This design comes from an exercise in tuning for small area, a short achievable clock period and few clock cycles per item on the open sky130 flow, not from production work.
The RTL was checked by simulation tests, not by an equivalence proof against the original design.

--- design/flow/design.v ---
module player_motion #(
  parameter int QM         = 6,
  parameter int QN         = 10,
  parameter int MAP_BITS   = 4,
  parameter int MOVE_STEP  = 5,
  parameter int DIAG_SCALE = 724,
  parameter int ROT_COS    = 1020,
  parameter int ROT_SIN    = 89,
  parameter int START_X    = 1536,
  parameter int START_Y    = 11776,
  parameter int START_FX   = 0,
  parameter int START_FY   = -1024,
  parameter int START_VX   = 512,
  parameter int START_VY   = 0
) (
  input  logic                       clk,
  input  logic                       reset,
  input  logic                       tick,
  input  logic                       moveF,
  input  logic                       moveB,
  input  logic                       strafeL,
  input  logic                       strafeR,
  input  logic                       rotL,
  input  logic                       rotR,
  output logic                       map_req,
  output logic [MAP_BITS-1:0]        map_col,
  output logic [MAP_BITS-1:0]        map_row,
  input  logic                       map_ack,
  input  logic [1:0]                 map_val,
  output logic signed [QM+QN-1:0]    playerX,
  output logic signed [QM+QN-1:0]    playerY,
  output logic signed [QM+QN-1:0]    facingX,
  output logic signed [QM+QN-1:0]    facingY,
  output logic signed [QM+QN-1:0]    vplaneX,
  output logic signed [QM+QN-1:0]    vplaneY,
  output logic                       busy,
  output logic                       done,
  output logic                       missed
);
  localparam int W  = QM + QN;
  localparam int WS = 20;             
  localparam int WR = W + QN;         
  localparam int CB = 2 * MAP_BITS;   
  typedef enum logic [1:0] {IDLE, PX, PY} state_t;
  state_t              st_q;
  logic [5:0]          ctrl_q;
  logic                done_q, missed_q, xrej_q;
  logic signed [W-1:0] px_q, py_q, fx_q, fy_q, vx_q, vy_q;
  logic [CB-1:0]       probe_q;
  logic [CB-1:0]       ct_q [2];
  logic [1:0]          cw_q, cv_q;
  logic [5:0] btn;
  logic       bF, bB, bL, bR, rl, rr;
  assign btn = (st_q == IDLE) ? {moveF, moveB, strafeL, strafeR, rotL, rotR} : ctrl_q;
  assign {bF, bB, bL, bR, rl, rr} = btn;
  logic signed [WS-1:0] p5, q5, sx5, sy5, ax, bx, ay, by;
  logic signed [WS-QN-1:0] d1x, d1y;
  logic signed [W-1:0] dx, dy, nx, ny;
  logic fwd_p, fwd_n, sd_r, sd_l, diag;
  function automatic logic signed [W-1:0] diag_scale(input logic signed [WS-QN-1:0] d);
    logic signed [WS-1:0] t;
    t = WS'(d) * WS'(DIAG_SCALE);
    diag_scale = W'(t >>> QN);
  endfunction
  always_comb begin
    fwd_p = bF & ~bB;
    fwd_n = bB & ~bF;
    sd_r  = bR & ~bL;
    sd_l  = bL & ~bR;
    diag  = (bF ^ bB) & (bL ^ bR);
    p5 = WS'(fx_q) * WS'(MOVE_STEP);
    q5 = WS'(fy_q) * WS'(MOVE_STEP);
    ax  = fwd_p ? p5 : (fwd_n ? -p5 : '0);
    bx  = sd_r ? -q5 : (sd_l ? q5 : '0);
    ay  = fwd_p ? q5 : (fwd_n ? -q5 : '0);
    by  = sd_r ? p5 : (sd_l ? -p5 : '0);
    sx5 = ax + bx;
    sy5 = ay + by;
    d1x = sx5[WS-1:QN];
    d1y = sy5[WS-1:QN];
    dx  = diag ? diag_scale(d1x) : W'(d1x);
    dy  = diag ? diag_scale(d1y) : W'(d1y);
    nx  = px_q + dx;
    ny  = py_q + dy;
  end
  logic signed [W-1:0] nfx, nfy, nvx, nvy;
  function automatic logic signed [W-1:0] rot_pair(input logic signed [W-1:0] c, input logic signed [W-1:0] s,
                                                   input logic neg);
    logic signed [WR-1:0] tc, ts, t;
    tc = WR'(c) * WR'(ROT_COS);
    ts = WR'(s) * WR'(ROT_SIN);
    t  = neg ? tc - ts : tc + ts;
    rot_pair = t[WR-1:QN];
  endfunction
  always_comb begin
    if (rl ^ rr) begin
      nfx = rot_pair(fx_q, fy_q, rr);
      nfy = rot_pair(fy_q, fx_q, rl);
      nvx = rot_pair(vx_q, vy_q, rr);
      nvy = rot_pair(vy_q, vx_q, rl);
    end else begin
      nfx = fx_q;
      nfy = fy_q;
      nvx = vx_q;
      nvy = vy_q;
    end
  end
  function automatic logic off_map(input logic signed [W-1:0] v);
    off_map = v[W-1:QN+MAP_BITS] != '0;
  endfunction
  logic [CB-1:0] cell_x, cell_y;
  logic chg_x, chg_y, off_x, off_y;
  logic hx0, hx1, hy0, hy1, hit_x, hit_y, wc_x, wc_y, byp_y;
  logic known_x, rej_x, known_y, rej_y, wall_in, commit;
  logic signed [W-1:0] nxf;
  assign wall_in = map_val != 2'b00;
  always_comb begin
    chg_x  = dx != '0;
    chg_y  = dy != '0;
    off_x  = off_map(nx);
    off_y  = off_map(ny);
    cell_x = {nx[QN+MAP_BITS-1:QN], py_q[QN+MAP_BITS-1:QN]};
    hx0    = cv_q[0] && ct_q[0] == cell_x;
    hx1    = cv_q[1] && ct_q[1] == cell_x;
    hit_x  = hx0 | hx1;
    wc_x   = hx0 ? cw_q[0] : cw_q[1];
    case (st_q)
      PX:      begin known_x = map_ack; rej_x = wall_in; end
      PY:      begin known_x = 1'b1;    rej_x = xrej_q;  end
      default: begin known_x = !chg_x || off_x || hit_x; rej_x = chg_x && (off_x || (hit_x && wc_x)); end
    endcase
    nxf    = rej_x ? px_q : nx;
    cell_y = {nxf[QN+MAP_BITS-1:QN], ny[QN+MAP_BITS-1:QN]};
    hy0    = cv_q[0] && ct_q[0] == cell_y;
    hy1    = cv_q[1] && ct_q[1] == cell_y;
    byp_y  = st_q == PX && map_ack && cell_y == probe_q;
    hit_y  = hy0 | hy1 | byp_y;
    wc_y   = byp_y ? wall_in : (hy0 ? cw_q[0] : cw_q[1]);
    if (st_q == PY) begin
      known_y = map_ack;
      rej_y   = wall_in;
    end else begin
      known_y = !chg_y || off_y || hit_y;
      rej_y   = chg_y && (off_y || (hit_y && wc_y));
    end
    commit = known_x && known_y && (st_q != IDLE || tick);
  end
  always_ff @(posedge clk or negedge reset) begin
    if (!reset) begin
      st_q     <= IDLE;
      done_q   <= 1'b0;
      missed_q <= 1'b0;
      cv_q     <= '0;
      px_q     <= W'(START_X);
      py_q     <= W'(START_Y);
      fx_q     <= W'(START_FX);
      fy_q     <= W'(START_FY);
      vx_q     <= W'(START_VX);
      vy_q     <= W'(START_VY);
    end else begin
      done_q   <= commit;
      missed_q <= tick && (st_q != IDLE);
      if (commit) begin
        st_q <= IDLE;
        px_q <= nxf;
        py_q <= rej_y ? py_q : ny;
        fx_q <= nfx;
        fy_q <= nfy;
        vx_q <= nvx;
        vy_q <= nvy;
      end else if ((st_q == IDLE && tick) || (st_q == PX && map_ack)) begin
        st_q <= known_x ? PY : PX;
      end
      if (st_q == PX && map_ack) begin
        cv_q[0] <= 1'b1;
      end
      if (st_q == PY && map_ack) begin
        cv_q[1] <= 1'b1;
      end
    end
  end
  always_ff @(posedge clk) begin
    if (st_q == IDLE) ctrl_q <= {moveF, moveB, strafeL, strafeR, rotL, rotR};
    if (st_q != PY) xrej_q <= rej_x;
    if (st_q != PY) probe_q <= known_x ? cell_y : cell_x;
    if (st_q == PX && map_ack) begin
      ct_q[0] <= probe_q;
      cw_q[0] <= wall_in;
    end
    if (st_q == PY && map_ack) begin
      ct_q[1] <= probe_q;
      cw_q[1] <= wall_in;
    end
  end
  assign busy    = st_q != IDLE;
  assign map_req = st_q != IDLE;
  assign map_col = probe_q[CB-1:MAP_BITS];
  assign map_row = probe_q[MAP_BITS-1:0];
  assign playerX = px_q;
  assign playerY = py_q;
  assign facingX = fx_q;
  assign facingY = fy_q;
  assign vplaneX = vx_q;
  assign vplaneY = vy_q;
  assign done    = done_q;
  assign missed  = missed_q;
endmodule
--- design/flow/run.sh ---
#!/bin/bash
# synth_recipe.tcl (not shown) runs the flow's synth.tcl, then flattens the netlist and writes it again
# the make line also repeats each setting of config.mk as NAME=value (left out here)
make -C /OpenROAD-flow-scripts/flow DESIGN_CONFIG=/design/flow/config.mk WORK_HOME=/design/flow/orfs CLKGATE_MAP_FILE= SYNTH_SCRIPT=/design/flow/synth_recipe.tcl finish
--- design/flow/config.mk ---
export PLATFORM = sky130hd
export DESIGN_NAME = player_motion
export DESIGN_NICKNAME = player_motion
export VERILOG_FILES = /design/flow/design.v
export SDC_FILE = /design/flow/constraint.sdc
export NUM_CORES = 4
export LEC_CHECK = 0
export CAP_MARGIN = 20
export CORE_MARGIN = 2
export CORE_UTILIZATION = 40
export SLEW_MARGIN = 20
--- design/flow/constraint.sdc ---
create_clock -name core_clock -period 11.5 [get_ports {clk}]
set_input_delay 2.3000 -clock core_clock [delete_from_list [all_inputs] [get_ports {clk}]]
set_output_delay 2.3000 -clock core_clock [all_outputs]
set_load 0.01 [all_outputs]
==> summary.txt <==
==> worst max-delay path by stage <==
stage / to / from / depth (start not counted)
after floorplan: py_q[12]$_DFFE_PN0P_ / moveF / 54
after global placement: fy_q[9]$_DFFE_PN0P_ / moveF / 55
after detailed placement: vx_q[0]$_DFFE_PN0P_ / moveF / 56
after CTS: fy_q[0]$_DFFE_PN0P_ / moveB / 57
after global routing: fy_q[2]$_DFFE_PN0P_ / fx_q[3]$_DFFE_PN0P_ / 61
final: fx_q[4]$_DFFE_PN0P_ / moveF / 60
==> flip-flops by register name, summed over array words and instances, names as in the netlist, 6 cells and up <==
name	cells
probe_q	8
vx_q	16
vy_q	16
py_q	16
px_q	16
ct_q	16
fy_q	16
ctrl_q	6
fx_q	16
==> layout make-up <==
type / count / area share [%]
tap: 1380 / 3.43
clock buffer: 17 / 0.846
sequential: 135 / 6.96
multi-input combinational: 3598 / 70.1
timing repair buffer: 714 / 11.8
antenna: 1 / 0.00497
inverter: 886 / 6.63
clock inverter: 15 / 0.264
==> stage by stage <==
stage | worst slack [ns] | util [%] | hold WS [ns] | cell area (um^2)
6_report | -2.15 | 48.5 | 0.532 | 50300
5_1_grt | -2.62 | 48.5 | 0.555 | 50300
4_1_cts | -2.09 | 48.0 | 0.500 | 49800
3_5_place_dp | -2.95 | 47.2 | 0.479 | 48900
3_3_place_gp | -2.62 | 47.2 | 0.473 | 48900
2_1_floorplan | -2.05 | - | 0.454 | 42200
==> per-layer routing <==
metal / up-vias / part of all wire, % / wire, um / GRT usage (%)
li1: 17200 / - / - / -
met1: 16500 / 48 / 52200 / 28.8
met2: 539 / 47 / 50800 / 34.5
met3: 100 / 3.4 / 3700 / 2.37
met4: 2 / 1.7 / 1850 / 3.96
met5: - / 0.012 / 13 / 0
==> worst reg2reg max path: cells and delay by family, from the launching register on <==
family                   cells  cell delay (ns)
AND/OR/NAND/NOR             12             3.01
AO/OA/AOI/OAI               22             4.10
buffers and inverters       10             1.22
XOR/XNOR                     3             0.68
multiplexers                 3             0.75
adder cells (fa/ha/maj)     10             3.34
flip-flops                   1             0.43
==> cell usage after synthesis (11+ instances only) <==
master	number	area share (%)
inv_1	879	7.9
or4_1	11	0.20
nand2_1	220	2.0
or2_2	29	0.43
xor2_1	91	1.9
a21boi_0	20	0.36
o22ai_1	11	0.16
xnor2_1	272	5.7
nor3b_1	12	0.22
o21a_1	29	0.52
and3_1	28	0.42
nand4_1	16	0.24
o21bai_1	88	1.6
nand3_1	48	0.57
a22o_1	36	0.75
nand2b_1	30	0.45
fa_1	455	22
a211o_1	13	0.27
a21o_1	76	1.4
clkbuf_1	63	0.56
nor2b_1	40	0.60
mux2i_1	48	1.1
o211ai_1	14	0.25
mux2_2	25	0.67
o41ai_1	11	0.23
o21ai_0	215	2.6
dfrtp_1	89	5.3
dfstp_2	13	0.82
mux2_1	13	0.35
o31ai_1	30	0.54
nor2_1	242	2.2
nor4_1	19	0.28
a211oi_1	27	0.48
mux2_4	48	1.7
ha_1	815	24
a21oi_1	293	3.5
or3_1	22	0.33
edfxtp_1	27	1.9
and2_1	13	0.19
nor3_1	82	0.98
==> what timing repair did <==
action / in CTS / in global routing
endpoints found under the setup margin: 108 / 108
buffers inserted: 19 / 21
cloned: 1 / 2
gates resized for setup: 27 / 70
hold buffers: 0 / 0
pin swaps: 13 / 28
==> kinds of logic after synthesis <==
kind of cell	after synthesis
AOI/OAI and AO/OA	993
xor gates and xnor gates	366
adders and majority gates	1270
buffers and inverters	969
DFF	135
muxes	134
and+or+nand+nor	835
==> reports/results.tsv <==
stage	metric	value	unit
route	vias	34300	
floorplanning	initial_core_util	40.4	%
floorplanning	die_w	327	um
critical_path	critPathKind	in2reg	
route	drtIter0Drc	1755	
critical_path	r2r-end	fx_q[4]$_DFFE_PN0P_	
timing	finalSetupViolCount	108	
yosys	ys_seq_area_share	8.36	%
place	dpl.hpwl	92200	um
final_layout	multi_input_area	35300	um^2
clock_tree	clkTransAtPathRegs	0.07	ns
floorplanning	die_h	327	um
final_layout	final-seq-area	3500	um^2
yosys	ys.flop_type	dfrtp_1	
place	io_buffers	119	
min_path	hp-start	cv_q[0]$_DFFE_PN0P_	
global_routing	antenna_found_initial	3	
timing	worst-slew-pin-transition	0.963	ns
critical_path	cp_max_fo	14	
yosys	synth_top_family_by_area	adder cells	
timing	finalHoldViolations	0	
route	wire_per_inst	16.1	um
global_routing	grt_max_degree	64	
critical_path	critPathBufInv	13	
timing	slew_headroom	35.8	%
yosys	ys_seq_elements	135	
yosys	syn_area_per_cell	8.90	um^2
yosys	synth_mux_area_share	3.89	%
min_path	whs_path_depth	1	
clock_tree	cts_max_level	4	
yosys	synth-warning-count	2	
critical_path	path_common_cell	buf_4	
yosys	syn_inst	4702	
final_layout	area_growth	20.2	%
global_routing	grt_use_total	20.6	%
yosys	syn_area	41900	um^2
clock_tree	clk_path_buf_depth	2	
clock_tree	tritoncts	built	
timing	max_freq	0.0733	GHz
timing	finalCritPeriodShare	119	%
yosys	ys_types	94	
timing	timing.final.ws_setup	-2.15	ns
clock_tree	cts.sinks	135	
critical_path	cp.required	11.86	ns
place	place_congestion	0.913	
min_path	min_path_type	reg2reg	
timing	clock_skew	0.0215	ns
outcome	status	finished with violations	
yosys	synth_compound_area_share	15.4	%
final_layout	num-fill-cells	9885	
timing	drv_slew	0	
critical_path	worst_ep_arrival_time	14.01	ns
critical_path	crit_slowest_cell	fa_1	
final_layout	nNetsFinal	6634	
floorplanning	ioPinCount	120	
route	drc	0	
critical_path	worstSetupEndpointType	flip-flop	
final_layout	drive_gt1_share	16.2	%
final_layout	layout_commonest_cell	inv_1	
place	placed_cells	6671	
floorplanning	core	104000	um^2
global_routing	grt_pass1_vias	34400	
critical_path	cp_slowest_stage_delay	0.52	ns
global_routing	grt_pass1_wl	180000	um
outcome	so_faults	negative setup slack	
final_layout	finalNonFillerCells	6746	
yosys	yosys.area_share.adder	46.1	%
critical_path	reg2reg_depth	60	
floorplanning	dieArea	107000	um^2
timing	grt_setup_unrepaired	yes	
route	drtPass1Iterations	5	
floorplanning	rows	118	
critical_path	reg2reg_from	fx_q[3]$_DFFE_PN0P_	
timing	tns	-209.19	ns
clock_tree	insertion_delay	0.49	ns
route	ant_nets	0	
route	via_per_inst	5.08	
yosys	synthesis.nets	5984	
yosys	synth_edf_count	27	
yosys	postSynth.asyncResetShare	75.6	%
critical_path	reg2reg_slack	-2.12	ns
critical_path	crit_path_start_kind	input port	
yosys	synth_xor_area_share	7.76	%
critical_path	cpLargestDelayFamily	compound AO/OA/AOI/OAI gates	
final_layout	final_cell_mix	874 x inv_1, 799 x ha_1, 572 x buf_4	
timing	post-route-min-period	13.65	ns
yosys	synth-simple-area-share	9.54	%
route	totalWireLength	109000	um
global_routing	overflow	0	
run	cap_violations	0	
clock_tree	cts_made_buffers	17	
clock_tree	clock-root-buffer	clkbuf_16	
min_path	worstHoldEndpoint	cv_q[0]$_DFFE_PN0P_	
Testbench counts, summed over its fixed seeds: cycles 3,215, ticks 3,200.

==> re-timing with driven ports <==
The flow's constraints put no driver on any port. The routed layout listed below was extracted and timed again, unchanged, in two steps.
Step 1 assumes that a clkbuf_16 drives the clock port and a buf_2 every other input.
Step 2 also shifts input and output timing later by t, the mid clock arrival at the registers, as if the neighbouring blocks saw the same clock.
Three values: ideal ports, drivers, drivers and shift; two values: the first two.
t (ns): 0.548
slack for setup (ns): -2.151 / -2.134 / -2.681
clock arrival spread, ns: 0.021 / 0.021
worst slew at a driven data input, ns: 0.06
cell pins on the clock port's net: 1
For this run, drivers alone change the setup slack by +0.017 ns; drivers and shift together by -0.530 ns.
